Background: an optimization exercise with open tools, aiming at small area, a short achievable clock period and few clock cycles. Do not read the settings as production practice. The RTL was checked by simulation tests, not by an equivalence proof against the original design. Power and IR drop assume default switching activity.

== oak ==
==> module icache_nway, before the edit <==
module icache_nway #(
    parameter int WAYS = 2,
    parameter int SETS = 8
) (
    input  logic         clk,
    input  logic         rst,
    input  logic         mem_read,
    input  logic [15:0]  mem_address,
    output logic [15:0]  mem_rdata,
    output logic         mem_resp,
    output logic         l2_read,
    output logic [15:0]  l2_address,
    input  logic [127:0] l2_rdata,
    input  logic         l2_resp
    ,
    input  logic         flush
);
    localparam int IW   = $clog2(SETS);
    localparam int TW   = 12 - IW;
    logic [SETS-1:0] valid0, valid1;
    logic [SETS-1:0] lru;                  
    logic [TW-1:0]   tag0  [SETS];
    logic [TW-1:0]   tag1  [SETS];
    logic [127:0]    ring0 [SETS];
    logic [127:0]    ring1 [SETS];
    logic [IW-1:0]   rot;
    logic [127:0]    pend;
    logic            pend_way;
    logic [IW-1:0]   pend_set;
    logic            pend_valid;
    logic            victim_q;
    logic [IW-1:0] idx;
    logic [TW-1:0] tag;
    logic [2:0]    word;
    logic          unused_bit;
    assign tag        = mem_address[15:4+IW];
    assign idx        = mem_address[4+IW-1:4];
    assign word       = mem_address[3:1];
    assign unused_bit = mem_address[0];
    logic [7:0] wsel;                       
    always_comb begin
        for (int k = 0; k < 8; k++) wsel[k] = word == 3'(k);
    end
    logic [SETS-1:0] ssel;
    always_comb begin
        for (int p = 0; p < SETS; p++) ssel[p] = IW'(p) - rot == idx;
    end
    logic [15:0] slot0 [SETS];
    logic [15:0] slot1 [SETS];
    logic [15:0] word0, word1, wordp, wordl2;
    for (genvar b = 0; b < 16; b++) begin : g_bit
        for (genvar p = 0; p < SETS; p++) begin : g_slot
            icache_nway_ao8 u_w0 (
                .sel (wsel),
                .d   ({ring0[p][112+b], ring0[p][96+b], ring0[p][80+b], ring0[p][64+b],
                       ring0[p][48+b],  ring0[p][32+b], ring0[p][16+b], ring0[p][b]}),
                .y   (slot0[p][b])
            );
            icache_nway_ao8 u_w1 (
                .sel (wsel),
                .d   ({ring1[p][112+b], ring1[p][96+b], ring1[p][80+b], ring1[p][64+b],
                       ring1[p][48+b],  ring1[p][32+b], ring1[p][16+b], ring1[p][b]}),
                .y   (slot1[p][b])
            );
        end
        icache_nway_ao8 u_wp (
            .sel (wsel),
            .d   ({pend[112+b], pend[96+b], pend[80+b], pend[64+b],
                   pend[48+b],  pend[32+b], pend[16+b], pend[b]}),
            .y   (wordp[b])
        );
        icache_nway_ao8 u_wl (
            .sel (wsel),
            .d   ({l2_rdata[112+b], l2_rdata[96+b], l2_rdata[80+b], l2_rdata[64+b],
                   l2_rdata[48+b],  l2_rdata[32+b], l2_rdata[16+b], l2_rdata[b]}),
            .y   (wordl2[b])
        );
        icache_nway_ao8 u_s0 (
            .sel (ssel),
            .d   ({slot0[7][b], slot0[6][b], slot0[5][b], slot0[4][b],
                   slot0[3][b], slot0[2][b], slot0[1][b], slot0[0][b]}),
            .y   (word0[b])
        );
        icache_nway_ao8 u_s1 (
            .sel (ssel),
            .d   ({slot1[7][b], slot1[6][b], slot1[5][b], slot1[4][b],
                   slot1[3][b], slot1[2][b], slot1[1][b], slot1[0][b]}),
            .y   (word1[b])
        );
    end
    logic [SETS-1:0] iset, e0, e1, pm0, pm1, r0, r1, rp;
    always_comb begin
        for (int s = 0; s < SETS; s++) begin
            iset[s] = idx == IW'(s);
            pm0[s]  = pend_valid && !pend_way && pend_set == IW'(s);
            pm1[s]  = pend_valid &&  pend_way && pend_set == IW'(s);
        end
    end
    for (genvar s = 0; s < SETS; s++) begin : g_tag
        icache_nway_eq u_e0 (.a(tag0[s]), .b(tag), .en(valid0[s]), .y(e0[s]));
        icache_nway_eq u_e1 (.a(tag1[s]), .b(tag), .en(valid1[s]), .y(e1[s]));
    end
    assign r0 = e0 & ~pm0;
    assign r1 = e1 & ~pm1;
    assign rp = (e0 & pm0) | (e1 & pm1);
    logic s0, s1, sp, hit1, hit;
    icache_nway_ao8 u_s0 (.sel(iset), .d(r0), .y(s0));
    icache_nway_ao8 u_s1 (.sel(iset), .d(r1), .y(s1));
    icache_nway_ao8 u_sp (.sel(iset), .d(rp), .y(sp));
    assign hit  = s0 || s1 || sp;
    assign hit1 = |(iset & e1);
    for (genvar b = 0; b < 16; b++) begin : g_out
        icache_nway_ao4 u_o (
            .sel ({l2_resp, sp, s1, s0}),
            .d   ({wordl2[b], wordp[b], word1[b], word0[b]}),
            .y   (mem_rdata[b])
        );
    end
    logic [IW-1:0] ins_set;
    logic          drain;
    assign ins_set = IW'(SETS - 1) - rot;
    assign drain   = pend_valid && pend_set == ins_set;
    logic block;
    assign block = pend_valid && !drain;
    assign mem_resp   = mem_read && (hit || l2_resp);
    assign l2_read    = mem_read && !hit && !block;
    assign l2_address = {mem_address[15:4], 4'b0000};
    logic victim;
    assign victim = |(iset & valid0) ? (|(iset & valid1) ? |(iset & lru) : 1'b1) : 1'b0;
    always_ff @(posedge clk) victim_q <= victim;
    logic fill;
    assign fill = mem_read && l2_resp;
    logic flush_now;
    assign flush_now = flush;
    always_ff @(posedge clk or posedge rst) begin
        if (rst) begin
            valid0 <= '0;
            valid1 <= '0;
            lru    <= '0;
        end else if (flush_now) begin
            valid0 <= '0;
            valid1 <= '0;
            lru    <= '0;
        end else begin
            if (fill) begin
                if (victim_q) valid1[idx] <= 1'b1;
                else          valid0[idx] <= 1'b1;
                lru[idx] <= !victim_q;
            end else if (mem_read && hit) begin
                lru[idx] <= !hit1;
            end
        end
    end
    always_ff @(posedge clk or posedge rst) begin
        if (rst) begin
            rot        <= '0;
            pend_valid <= 1'b0;
        end else begin
            rot <= rot + 1'b1;
            if (fill)       pend_valid <= 1'b1;
            else if (drain) pend_valid <= 1'b0;
        end
    end
    always_ff @(posedge clk) begin
        if (fill) begin
            if (victim_q) tag1[idx] <= tag;
            else          tag0[idx] <= tag;
            pend     <= l2_rdata;
            pend_way <= victim_q;
            pend_set <= idx;
        end
    end
    logic         d0, d1;
    logic [127:0] ins0, ins1;
    assign d0 = drain && !pend_way;
    assign d1 = drain &&  pend_way;
    for (genvar i = 0; i < 128; i++) begin : g_ins
        icache_nway_ao2 u_i0 (.s(d0), .ns(!d0), .a(pend[i]), .b(ring0[SETS-1][i]), .y(ins0[i]));
        icache_nway_ao2 u_i1 (.s(d1), .ns(!d1), .a(pend[i]), .b(ring1[SETS-1][i]), .y(ins1[i]));
    end
    always_ff @(posedge clk) begin
        ring0[0] <= ins0;
        ring1[0] <= ins1;
        for (int p = 1; p < SETS; p++) begin
            ring0[p] <= ring0[p-1];
            ring1[p] <= ring1[p-1];
        end
    end
endmodule
==> module icache_nway_ao2, before the edit <==
module icache_nway_ao2 (
    input  logic s,
    input  logic ns,
    input  logic a,
    input  logic b,
    output logic y
);
    assign y = (s && a) || (ns && b);
endmodule
make LEC_CHECK=0 CAP_MARGIN=20 CORE_MARGIN=2 CORE_UTILIZATION=60 CTS_CLUSTER_DIAMETER=80 CTS_CLUSTER_SIZE=30 SETUP_SLACK_MARGIN=2.9 SLEW_MARGIN=20 SYNTH_HIERARCHICAL=1 SYNTH_MINIMUM_KEEP_SIZE=0 finish   # period 8.5 ns
run.sh (not shown) runs the stock make flow with config.mk's settings and CLKGATE_MAP_FILE= SYNTH_SCRIPT=/design/flow/synth_recipe.tcl, a recipe that flattens the netlist after the stock synthesis.
Testbench counts of oak, summed over its fixed seeds: cycles 28,626.
Here is what was changed in the inputs of pine compared with oak.
--- a/flow/design.v
+++ b/flow/design.v
@@ -167,44 +167,27 @@
             else          tag0[idx] <= tag;
             pend     <= l2_rdata;
             pend_way <= victim_q;
             pend_set <= idx;
         end
     end
-    logic         d0, d1;
-    logic [127:0] ins0, ins1;
-    assign d0 = drain && !pend_way;
-    assign d1 = drain &&  pend_way;
-    for (genvar i = 0; i < 128; i++) begin : g_ins
-        icache_nway_ao2 u_i0 (.s(d0), .ns(!d0), .a(pend[i]), .b(ring0[SETS-1][i]), .y(ins0[i]));
-        icache_nway_ao2 u_i1 (.s(d1), .ns(!d1), .a(pend[i]), .b(ring1[SETS-1][i]), .y(ins1[i]));
-    end
     always_ff @(posedge clk) begin
-        ring0[0] <= ins0;
-        ring1[0] <= ins1;
+        ring0[0] <= (drain && !pend_way) ? pend : ring0[SETS-1];
+        ring1[0] <= (drain &&  pend_way) ? pend : ring1[SETS-1];
         for (int p = 1; p < SETS; p++) begin
             ring0[p] <= ring0[p-1];
             ring1[p] <= ring1[p-1];
         end
     end
 endmodule
 module icache_nway_ao8 (
     input  logic [7:0] sel,
     input  logic [7:0] d,
     output logic       y
 );
     assign y = |(sel & d);
-endmodule
-module icache_nway_ao2 (
-    input  logic s,
-    input  logic ns,
-    input  logic a,
-    input  logic b,
-    output logic y
-);
-    assign y = (s && a) || (ns && b);
 endmodule
 module icache_nway_eq #(
     parameter int W = 9
 ) (
     input  logic [W-1:0] a,
     input  logic [W-1:0] b,
Results
- Re I/O pin count: no difference whatsoever between oak and pine.
- Compared to oak, pine has global-route met1 utilization 2.4 points lower.
- pine vs. oak: core utilization of the finished layout fell by 0.28 points, clock buffer count in the final layout went up, number of inserted diodes now sits higher.
- The number of flip-flops and latches was comparable across oak and pine.
- Compared with oak, the detailed router inserted fewer vias in pine.
- In the metrics for oak and pine, the one carrying the lower clock group power is oak.
- Comparing oak and pine, the lower fraction of layout cells with a size suffix above 1 is on oak.
Testbench counts of pine, summed over its fixed seeds: cycles 28,626.


## TR
Another version of the RTL of icache_nway (not shown whole).
Size in the first run: ~2400 flip-flops, ~68000 sq um of cells after synthesis.
==> module icache_nway, before the edit <==
module icache_nway #(
    parameter int WAYS = 2,
    parameter int SETS = 8
) (
    input  logic         clk,
    input  logic         rst,
    input  logic         mem_read,
    input  logic [15:0]  mem_address,
    output logic [15:0]  mem_rdata,
    output logic         mem_resp,
    output logic         l2_read,
    output logic [15:0]  l2_address,
    input  logic [127:0] l2_rdata,
    input  logic         l2_resp
    ,
    input  logic         flush
);
    localparam int IW   = $clog2(SETS);
    localparam int TW   = 12 - IW;
    logic [SETS-1:0] valid0, valid1;
    logic [SETS-1:0] lru;                  
    logic [TW-1:0]   tag0  [SETS];
    logic [TW-1:0]   tag1  [SETS];
    logic [127:0]    ring0 [SETS];
    logic [127:0]    ring1 [SETS];
    logic [IW-1:0]   rot;
    logic [127:0]    pend;
    logic            pend_way;
    logic [IW-1:0]   pend_set;
    logic            pend_valid;
    logic            victim_q;
    logic [IW-1:0] idx;
    logic [TW-1:0] tag;
    logic [2:0]    word;
    logic          unused_bit;
    assign tag        = mem_address[15:4+IW];
    assign idx        = mem_address[4+IW-1:4];
    assign word       = mem_address[3:1];
    assign unused_bit = mem_address[0];
    logic hit0, hit1, hit;
    assign hit0 = valid0[idx] && tag0[idx] == tag;
    assign hit1 = valid1[idx] && tag1[idx] == tag;
    assign hit  = hit0 || hit1;
    logic [7:0] wsel;                       
    always_comb begin
        for (int k = 0; k < 8; k++) wsel[k] = word == 3'(k);
    end
    logic [SETS-1:0] ssel;
    always_comb begin
        for (int p = 0; p < SETS; p++) ssel[p] = IW'(p) - rot == idx;
    end
    logic [15:0] slot0 [SETS];
    logic [15:0] slot1 [SETS];
    logic [15:0] word0, word1, wordp, wordl2;
    for (genvar b = 0; b < 16; b++) begin : g_bit
        for (genvar p = 0; p < SETS; p++) begin : g_slot
            icache_nway_ao8 u_w0 (
                .sel (wsel),
                .d   ({ring0[p][112+b], ring0[p][96+b], ring0[p][80+b], ring0[p][64+b],
                       ring0[p][48+b],  ring0[p][32+b], ring0[p][16+b], ring0[p][b]}),
                .y   (slot0[p][b])
            );
            icache_nway_ao8 u_w1 (
                .sel (wsel),
                .d   ({ring1[p][112+b], ring1[p][96+b], ring1[p][80+b], ring1[p][64+b],
                       ring1[p][48+b],  ring1[p][32+b], ring1[p][16+b], ring1[p][b]}),
                .y   (slot1[p][b])
            );
        end
        icache_nway_ao8 u_wp (
            .sel (wsel),
            .d   ({pend[112+b], pend[96+b], pend[80+b], pend[64+b],
                   pend[48+b],  pend[32+b], pend[16+b], pend[b]}),
            .y   (wordp[b])
        );
        icache_nway_ao8 u_wl (
            .sel (wsel),
            .d   ({l2_rdata[112+b], l2_rdata[96+b], l2_rdata[80+b], l2_rdata[64+b],
                   l2_rdata[48+b],  l2_rdata[32+b], l2_rdata[16+b], l2_rdata[b]}),
            .y   (wordl2[b])
        );
        icache_nway_ao8 u_s0 (
            .sel (ssel),
            .d   ({slot0[7][b], slot0[6][b], slot0[5][b], slot0[4][b],
                   slot0[3][b], slot0[2][b], slot0[1][b], slot0[0][b]}),
            .y   (word0[b])
        );
        icache_nway_ao8 u_s1 (
            .sel (ssel),
            .d   ({slot1[7][b], slot1[6][b], slot1[5][b], slot1[4][b],
                   slot1[3][b], slot1[2][b], slot1[1][b], slot1[0][b]}),
            .y   (word1[b])
        );
    end
    logic pend0, pend1;
    assign pend0 = pend_valid && !pend_way && pend_set == idx;
    assign pend1 = pend_valid &&  pend_way && pend_set == idx;
    logic s0, s1, sp;
    assign s0 = hit0 && !pend0;
    assign s1 = hit1 && !pend1;
    assign sp = (hit0 && pend0) || (hit1 && pend1);
    for (genvar b = 0; b < 16; b++) begin : g_out
        icache_nway_ao4 u_o (
            .sel ({l2_resp, sp, s1, s0}),
            .d   ({wordl2[b], wordp[b], word1[b], word0[b]}),
            .y   (mem_rdata[b])
        );
    end
    logic [IW-1:0] ins_set;
    logic          drain;
    assign ins_set = IW'(SETS - 1) - rot;
    assign drain   = pend_valid && pend_set == ins_set;
    logic block;
    assign block = pend_valid && !drain;
    assign mem_resp   = mem_read && (hit || l2_resp);
    assign l2_read    = mem_read && !hit && !block;
    assign l2_address = {mem_address[15:4], 4'b0000};
    logic victim;
    assign victim = valid0[idx] ? (valid1[idx] ? lru[idx] : 1'b1) : 1'b0;
    always_ff @(posedge clk) victim_q <= victim;
    logic fill;
    assign fill = mem_read && l2_resp;
    logic flush_now;
    assign flush_now = flush;
    always_ff @(posedge clk or posedge rst) begin
        if (rst) begin
            valid0 <= '0;
            valid1 <= '0;
            lru    <= '0;
        end else if (flush_now) begin
            valid0 <= '0;
            valid1 <= '0;
            lru    <= '0;
        end else begin
            if (fill) begin
                if (victim_q) valid1[idx] <= 1'b1;
                else          valid0[idx] <= 1'b1;
                lru[idx] <= !victim_q;
            end else if (mem_read && hit) begin
                lru[idx] <= !hit1;
            end
        end
    end
    always_ff @(posedge clk or posedge rst) begin
        if (rst) begin
            rot        <= '0;
            pend_valid <= 1'b0;
        end else begin
            rot <= rot + 1'b1;
            if (fill)       pend_valid <= 1'b1;
            else if (drain) pend_valid <= 1'b0;
        end
    end
    always_ff @(posedge clk) begin
        if (fill) begin
            if (victim_q) tag1[idx] <= tag;
            else          tag0[idx] <= tag;
            pend     <= l2_rdata;
            pend_way <= victim_q;
            pend_set <= idx;
        end
    end
    always_ff @(posedge clk) begin
        ring0[0] <= (drain && !pend_way) ? pend : ring0[SETS-1];
        ring1[0] <= (drain &&  pend_way) ? pend : ring1[SETS-1];
        for (int p = 1; p < SETS; p++) begin
            ring0[p] <= ring0[p-1];
            ring1[p] <= ring1[p-1];
        end
    end
endmodule
clock: 8.5 ns
lec_check: 0
cap_margin: 20
core_margin: 2
core_utilization: 60
cts_cluster_diameter: 80
cts_cluster_size: 30
setup_slack_margin: 3.5
slew_margin: 20
synth_hierarchical: 1
synth_minimum_keep_size: 0
Testbench counts of TR, summed over its fixed seeds: cycles 28,626.
What PW does differently from TR at the input level:
--- a/flow/design.v
+++ b/flow/design.v
@@ -38,8 +38,4 @@
     assign word       = mem_address[3:1];
     assign unused_bit = mem_address[0];
-    logic hit0, hit1, hit;
-    assign hit0 = valid0[idx] && tag0[idx] == tag;
-    assign hit1 = valid1[idx] && tag1[idx] == tag;
-    assign hit  = hit0 || hit1;
     logic [7:0] wsel;                       
     always_comb begin
@@ -93,11 +89,25 @@
         );
     end
-    logic pend0, pend1;
-    assign pend0 = pend_valid && !pend_way && pend_set == idx;
-    assign pend1 = pend_valid &&  pend_way && pend_set == idx;
-    logic s0, s1, sp;
-    assign s0 = hit0 && !pend0;
-    assign s1 = hit1 && !pend1;
-    assign sp = (hit0 && pend0) || (hit1 && pend1);
+    logic [SETS-1:0] iset, e0, e1, pm0, pm1, r0, r1, rp;
+    always_comb begin
+        for (int s = 0; s < SETS; s++) begin
+            iset[s] = idx == IW'(s);
+            pm0[s]  = pend_valid && !pend_way && pend_set == IW'(s);
+            pm1[s]  = pend_valid &&  pend_way && pend_set == IW'(s);
+        end
+    end
+    for (genvar s = 0; s < SETS; s++) begin : g_tag
+        icache_nway_eq u_e0 (.a(tag0[s]), .b(tag), .en(valid0[s]), .y(e0[s]));
+        icache_nway_eq u_e1 (.a(tag1[s]), .b(tag), .en(valid1[s]), .y(e1[s]));
+    end
+    assign r0 = e0 & ~pm0;
+    assign r1 = e1 & ~pm1;
+    assign rp = (e0 & pm0) | (e1 & pm1);
+    logic s0, s1, sp, hit1, hit;
+    icache_nway_ao8 u_s0 (.sel(iset), .d(r0), .y(s0));
+    icache_nway_ao8 u_s1 (.sel(iset), .d(r1), .y(s1));
+    icache_nway_ao8 u_sp (.sel(iset), .d(rp), .y(sp));
+    assign hit  = s0 || s1 || sp;
+    assign hit1 = |(iset & e1);
     for (genvar b = 0; b < 16; b++) begin : g_out
         icache_nway_ao4 u_o (
@@ -117,5 +127,5 @@
     assign l2_address = {mem_address[15:4], 4'b0000};
     logic victim;
-    assign victim = valid0[idx] ? (valid1[idx] ? lru[idx] : 1'b1) : 1'b0;
+    assign victim = |(iset & valid0) ? (|(iset & valid1) ? |(iset & lru) : 1'b1) : 1'b0;
     always_ff @(posedge clk) victim_q <= victim;
     logic fill;
@@ -177,4 +187,14 @@
     assign y = |(sel & d);
 endmodule
+module icache_nway_eq #(
+    parameter int W = 9
+) (
+    input  logic [W-1:0] a,
+    input  logic [W-1:0] b,
+    input  logic         en,
+    output logic         y
+);
+    assign y = en && a == b;
+endmodule
 module icache_nway_ao4 (
     input  logic [3:0] sel,
## What came out
- Compare TR and PW | global-route wire length before repair lower: TR
- Of TR and PW, the run reporting the higher area of all placed cells without fillers was PW.
- [PW] combinational group power rose about 20% relative to TR
- Compared with TR, post-CTS resize count in PW increased by more than 100%.
- Taking TR as the reference, in PW complex-gate fraction of the synthesized area shows a reduction of 0.53 points, arrival time at the worst endpoint fell by 0.67 ns.
- Of TR and PW, the higher combinational cell fraction of total power belongs to PW.
- TR -> PW: per-instance average area after synthesis flat
- Sequential share of layout area down 3.4 points in PW wrt TR
- Cmp TR and PW / count of buffers not belonging to the clock network in the layout / higher: PW
- Setup slack: TR and PW compared, lower one is TR
- Taking TR as the reference, in PW die area increased by about 1.8% relative to the old numbers; die boundary width went up about 0.9%.
Testbench counts of PW, summed over its fixed seeds: cycles 28,626.

-- afterwards: timing with drivers on the ports --
No port has a modelled driver above. Below, the same layouts with a new extraction and two added sets of constraints. Step 1 (the two cells are an assumption about what drives the block):
set clk [get_ports {clk}]
set_driving_cell -lib_cell sky130_fd_sc_hd__clkbuf_16 $clk
set_driving_cell -lib_cell sky130_fd_sc_hd__buf_2 [delete_from_list [all_inputs] $clk]
Step 2 also shifts input and output timing later by t, the mid clock arrival at the registers, as if the neighbouring blocks saw the same clock. Three values: ideal, step 1, step 2; two values: the first two.
run	shift t [ns]	setup slack, ns	clock arrival spread, ns	worst data-port slew with drivers (ns)
oak	0.786	2.843 / 2.723 / 2.723	0.032 / 0.033	0.22
pine	0.778	2.867 / 2.774 / 2.774	0.040 / 0.041	0.18
TR	0.780	2.169 / 2.045 / 2.045	0.030 / 0.030	0.20
PW	0.785	2.841 / 2.682 / 2.682	0.024 / 0.024	0.28
After both steps every run listed still meets setup and hold. For PW, which loses most, drivers alone change the setup slack by -0.159 ns; drivers and shift together by -0.159 ns.
